Source: an optimization exercise on an open RTL-to-GDS flow (aim: small area). Production flows keep margins and buffers that such runs may drop. Power and IR drop assume default switching activity.

Setup of job 5698:
==> flow/design.v <==
package pq_pkg;
    typedef enum logic [1:0] {
        IDLE = 2'b00,
        INS  = 2'b01,
        REM  = 2'b10
    } ctrl_state_t;
endpackage
`timescale 1ns/100ps
module value_router (
    input  logic [32-1:0] slot_key,
    input  logic [32-1:0] carry_key,
    input  logic                  compare_en,
    input  logic                  force_swap,
    output logic                  swap
);
    logic lt;
    always_comb begin
        lt = 1'b0;
        for (int i = 0; i < 32; i++) begin
            lt = (slot_key[i] != carry_key[i]) ? carry_key[i] : lt;
        end
    end
    assign swap = force_swap | (compare_en & lt);
endmodule
`timescale 1ns/100ps
module queue_bram (
    input  logic                  clk,
    input  logic                  load,
    input  logic [32-1:0] load_data,
    input  logic                  swap,
    output logic [32-1:0] head,
    output logic [32-1:0] carry
);
    localparam int RING = 16 - 1;
    logic [32-1:0] ring [RING];
    assign head = ring[0];
    always_ff @(posedge clk) begin
        for (int i = 0; i < RING - 1; i++) ring[i] <= ring[i+1];
        ring[RING-1] <= swap ? carry : ring[0];
    end
    always_ff @(posedge clk) begin
        if (load)      carry <= load_data;
        else if (swap) carry <= ring[0];
    end
endmodule
`timescale 1ns/100ps
module queue_controller (
    input  logic       clk,
    input  logic       reset,
    input  logic       insert,
    input  logic       remove,
    output logic       load,
    output logic       compare_en,
    output logic       force_swap,
    output logic       busy,
    output logic       full,
    output logic       empty,
    output logic       data_valid
);
    localparam logic [3:0] LAST = 4'(16 - 2);
    pq_pkg::ctrl_state_t state;
    logic                run;
    logic [3:0]          ofs;
    logic [4:0]          cnt;
    logic idle, acc_rem, active, at_cnt, done, take;
    assign idle    = (state == pq_pkg::IDLE);
    assign full    = cnt[4];
    assign empty   = (cnt == '0);
    assign busy    = !idle;
    assign load    = idle && insert && !full;
    assign acc_rem = idle && remove && !empty;
    assign active     = (state == pq_pkg::INS) && (run || ofs == '0);
    assign at_cnt     = (ofs == cnt[3:0]);
    assign done       = active && (at_cnt || ofs == LAST);
    assign compare_en = active;
    assign force_swap = (active && at_cnt) || (data_valid && full);
    assign take       = data_valid;
    always_ff @(posedge clk) begin
        if (reset) begin
            state      <= pq_pkg::IDLE;
            run        <= 1'b0;
            ofs        <= '0;
            cnt        <= '0;
            data_valid <= 1'b0;
        end else begin
            run        <= active && !done;
            data_valid <= (acc_rem || (state == pq_pkg::REM && !data_valid)) && ofs == LAST;
            if (!take) ofs <= (ofs == LAST) ? '0 : ofs + 1'b1;
            case (state)
                pq_pkg::IDLE: begin
                    if (load)         state <= pq_pkg::INS;
                    else if (acc_rem) state <= pq_pkg::REM;
                end
                pq_pkg::INS: if (done) begin
                    state <= pq_pkg::IDLE;
                    cnt   <= cnt + 1'b1;
                end
                pq_pkg::REM: if (take) begin
                    state <= pq_pkg::IDLE;
                    cnt   <= cnt - 1'b1;
                end
                default: state <= pq_pkg::IDLE;
            endcase
        end
    end
endmodule
`timescale 1ns/100ps
module priority_queue_top (
    input  logic                  clk,
    input  logic                  reset,
    input  logic                  insert,
    input  logic [32-1:0] insert_data,
    input  logic                  remove,
    output logic                  busy,
    output logic                  full,
    output logic                  empty,
    output logic [32-1:0] data_out,
    output logic                  data_valid
);
    logic                  load;
    logic                  compare_en;
    logic                  force_swap;
    logic                  swap;
    logic [32-1:0] head;
    logic [32-1:0] carry;
    queue_controller u_ctrl (
        .clk        (clk),
        .reset      (reset),
        .insert     (insert),
        .remove     (remove),
        .load       (load),
        .compare_en (compare_en),
        .force_swap (force_swap),
        .busy       (busy),
        .full       (full),
        .empty      (empty),
        .data_valid (data_valid)
    );
    value_router u_router (
        .slot_key   (head),
        .carry_key  (carry),
        .compare_en (compare_en),
        .force_swap (force_swap),
        .swap       (swap)
    );
    queue_bram u_bram (
        .clk       (clk),
        .load      (load),
        .load_data (insert_data),
        .swap      (swap),
        .head      (head),
        .carry     (carry)
    );
    assign data_out = head;
endmodule
export LEC_CHECK = 0
export CAP_MARGIN = 20
export CORE_MARGIN = 2
export CORE_UTILIZATION = 70
export CTS_BUF_LIST = sky130_fd_sc_hd__clkbuf_8
export CTS_CLUSTER_DIAMETER = 40
export CTS_CLUSTER_SIZE = 18
export PLACE_DENSITY = 0.8
export SLEW_MARGIN = 20
create_clock -name core_clock -period 6.0 [get_ports {clk}]
standard.sh (not shown) runs the stock make flow with config.mk's settings and CLKGATE_MAP_FILE= SYNTH_SCRIPT=/design/flow/synth_recipe.tcl, a recipe that flattens the netlist after the stock synthesis.
==> flow/flow/run.sh <==
#!/bin/bash
# Standard layout, with the port buffers taken from the smallest buffer cell.
set -euo pipefail
export BUFFER_PORTS_ARGS="-buffer_cell sky130_fd_sc_hd__buf_1"
bash standard.sh > standard.log 2>&1
The following lists how job 1261 was set up differently from job 5698:
# job 5698
export LEC_CHECK = 0
export CAP_MARGIN = 20
export CORE_MARGIN = 2
export CORE_UTILIZATION = 70
export CTS_BUF_LIST = sky130_fd_sc_hd__clkbuf_8
export CTS_CLUSTER_DIAMETER = 40
export CTS_CLUSTER_SIZE = 18
export PLACE_DENSITY = 0.8
export SLEW_MARGIN = 20
create_clock -name core_clock -period 6.0 [get_ports {clk}]
# job 1261
export LEC_CHECK = 0
export ABC_AREA = 1
export CAP_MARGIN = 20
export CORE_MARGIN = 2
export CORE_UTILIZATION = 70
export CTS_BUF_LIST = sky130_fd_sc_hd__clkbuf_4 sky130_fd_sc_hd__clkbuf_8
export PLACE_DENSITY = 0.8
export SLEW_MARGIN = 20
create_clock -name core_clock -period 6.0 [get_ports {clk}]
==> flow/run.sh (new file) <==
#!/bin/bash
# synth_recipe.tcl (not shown) runs the flow's synth.tcl, then flattens the netlist and writes it again
# the make line also repeats each setting of config.mk as NAME=value (left out here)
make -C /OpenROAD-flow-scripts/flow DESIGN_CONFIG=/design/flow/config.mk WORK_HOME=/design/flow/orfs CLKGATE_MAP_FILE= SYNTH_SCRIPT=/design/flow/synth_recipe.tcl finish
removed: flow/flow/run.sh
removed: flow/standard.sh
--- outcome ---
Job 1261: no failed stages, no open violations at the end
Taking job 5698 as the reference point, the number of unique standard cell types used by synthesis of job 1261 falls by 44%.
Taking job 5698 as the reference, in job 1261 final-layout clock-cell area share rose 4.5 points, logic gate share of total power fell 0.5 points, wire length rose about 20%, final instance area rose 0.0012 mm2, layout overhead on the synthesized area rose 9.0 points.
Changes in job 6361 relative to job 1261:
# job 1261
export LEC_CHECK = 0
export ABC_AREA = 1
export CAP_MARGIN = 20
export CORE_MARGIN = 2
export CORE_UTILIZATION = 70
export CTS_BUF_LIST = sky130_fd_sc_hd__clkbuf_4 sky130_fd_sc_hd__clkbuf_8
export PLACE_DENSITY = 0.8
export SLEW_MARGIN = 20
create_clock -name core_clock -period 6.0 [get_ports {clk}]
# job 6361
export LEC_CHECK = 0
export CAP_MARGIN = 20
export CORE_MARGIN = 2
export CORE_UTILIZATION = 70
export CTS_BUF_LIST = sky130_fd_sc_hd__clkbuf_8
export CTS_CLUSTER_DIAMETER = 40
export CTS_CLUSTER_SIZE = 18
export PLACE_DENSITY = 0.8
export SLEW_MARGIN = 20
create_clock -name core_clock -period 6.0 [get_ports {clk}]
==> comparison <==
When the final numbers for job 6361 and job 1261 were put side by side, the power per unit of standard cell area turned out to be greater in job 1261. Job 6361 completed every stage of the flow, and the final layout passed the timing, DRC and antenna checks. Going from job 1261 to job 6361, the global-route usage over all layers was found to have gone down by 3.0 points. Delta (job 6361 minus job 1261): static leakage power has decreased, synthesized cell count has decreased, compound-gate portion of the synthesized area has remained practically unchanged. In terms of setup skew after layout, job 6361 and job 1261 differ only marginally. Final critical-path share of the clock period: job 6361 and job 1261 compared, lower one is job 6361. Against job 1261, job 6361 comes in 215 lower on number of nets in the finished design.
What job 9823 does differently from job 6361 at the input level:
# job 6361
export LEC_CHECK = 0
export CAP_MARGIN = 20
export CORE_MARGIN = 2
export CORE_UTILIZATION = 70
export CTS_BUF_LIST = sky130_fd_sc_hd__clkbuf_8
export CTS_CLUSTER_DIAMETER = 40
export CTS_CLUSTER_SIZE = 18
export PLACE_DENSITY = 0.8
export SLEW_MARGIN = 20
create_clock -name core_clock -period 6.0 [get_ports {clk}]
# job 9823
export LEC_CHECK = 0
export CAP_MARGIN = 20
export CORE_MARGIN = 2
export CORE_UTILIZATION = 70
export CTS_BUF_LIST = sky130_fd_sc_hd__clkbuf_8
export CTS_CLUSTER_DIAMETER = 35
export CTS_CLUSTER_SIZE = 22
export PLACE_DENSITY = 0.8
export SLEW_MARGIN = 20
create_clock -name core_clock -period 6.0 [get_ports {clk}]
Notes after the runs:
- Per the final summary, job 9823 finished and its layout is clean on timing, DRC and antenna.
- The higher worst hold slack came out of job 6361.
- On met1 routing resource usage after global routing, job 6361 and job 9823 are neck and neck.
- Diff job 6361..job 9823 | clock skew | negligible
- Going from job 6361 to job 9823, met2 usage in global routing now larger, met2 routed wirelength now larger.
No run of this note included a check of the RTL's function; only the layout flow was run.

port drivers added, routing unchanged:
In the flow no input, the clock included, has a driving cell. The finished layouts below were timed again as built, in two steps.
Step 1: set_driving_cell puts a clkbuf_16 on clk and a buf_2 on each other input, an assumption about the parent block.
Step 2 also shifts input and output timing later by t, the mid clock arrival at the registers, as if the neighbouring blocks saw the same clock.
a / b / c = no drivers / after step 1 / after step 2; a / b = the first two.
run | shift t [ns] | slack for setup (ns) | hold WS [ns] | worst data-port slew with drivers (ns) | pins driven straight from the clock port
job 5698 | 0.581 | 2.960 / 2.960 / 2.960 | 0.316 / 0.316 / 0.316 | 0.04 | 1
job 1261 | 0.605 | 2.281 / 2.281 / 2.281 | 0.315 / 0.315 / 0.315 | 0.04 | 1
job 6361 | 0.595 | 2.660 / 2.620 / 2.325 | 0.319 / 0.319 / 0.319 | 0.04 | 1
job 9823 | 0.599 | 2.663 / 2.621 / 2.319 | 0.309 / 0.309 / 0.309 | 0.05 | 1
After both steps every run listed still meets setup and hold. For job 9823, which loses most, drivers alone change the setup slack by -0.042 ns; drivers and shift together by -0.344 ns.
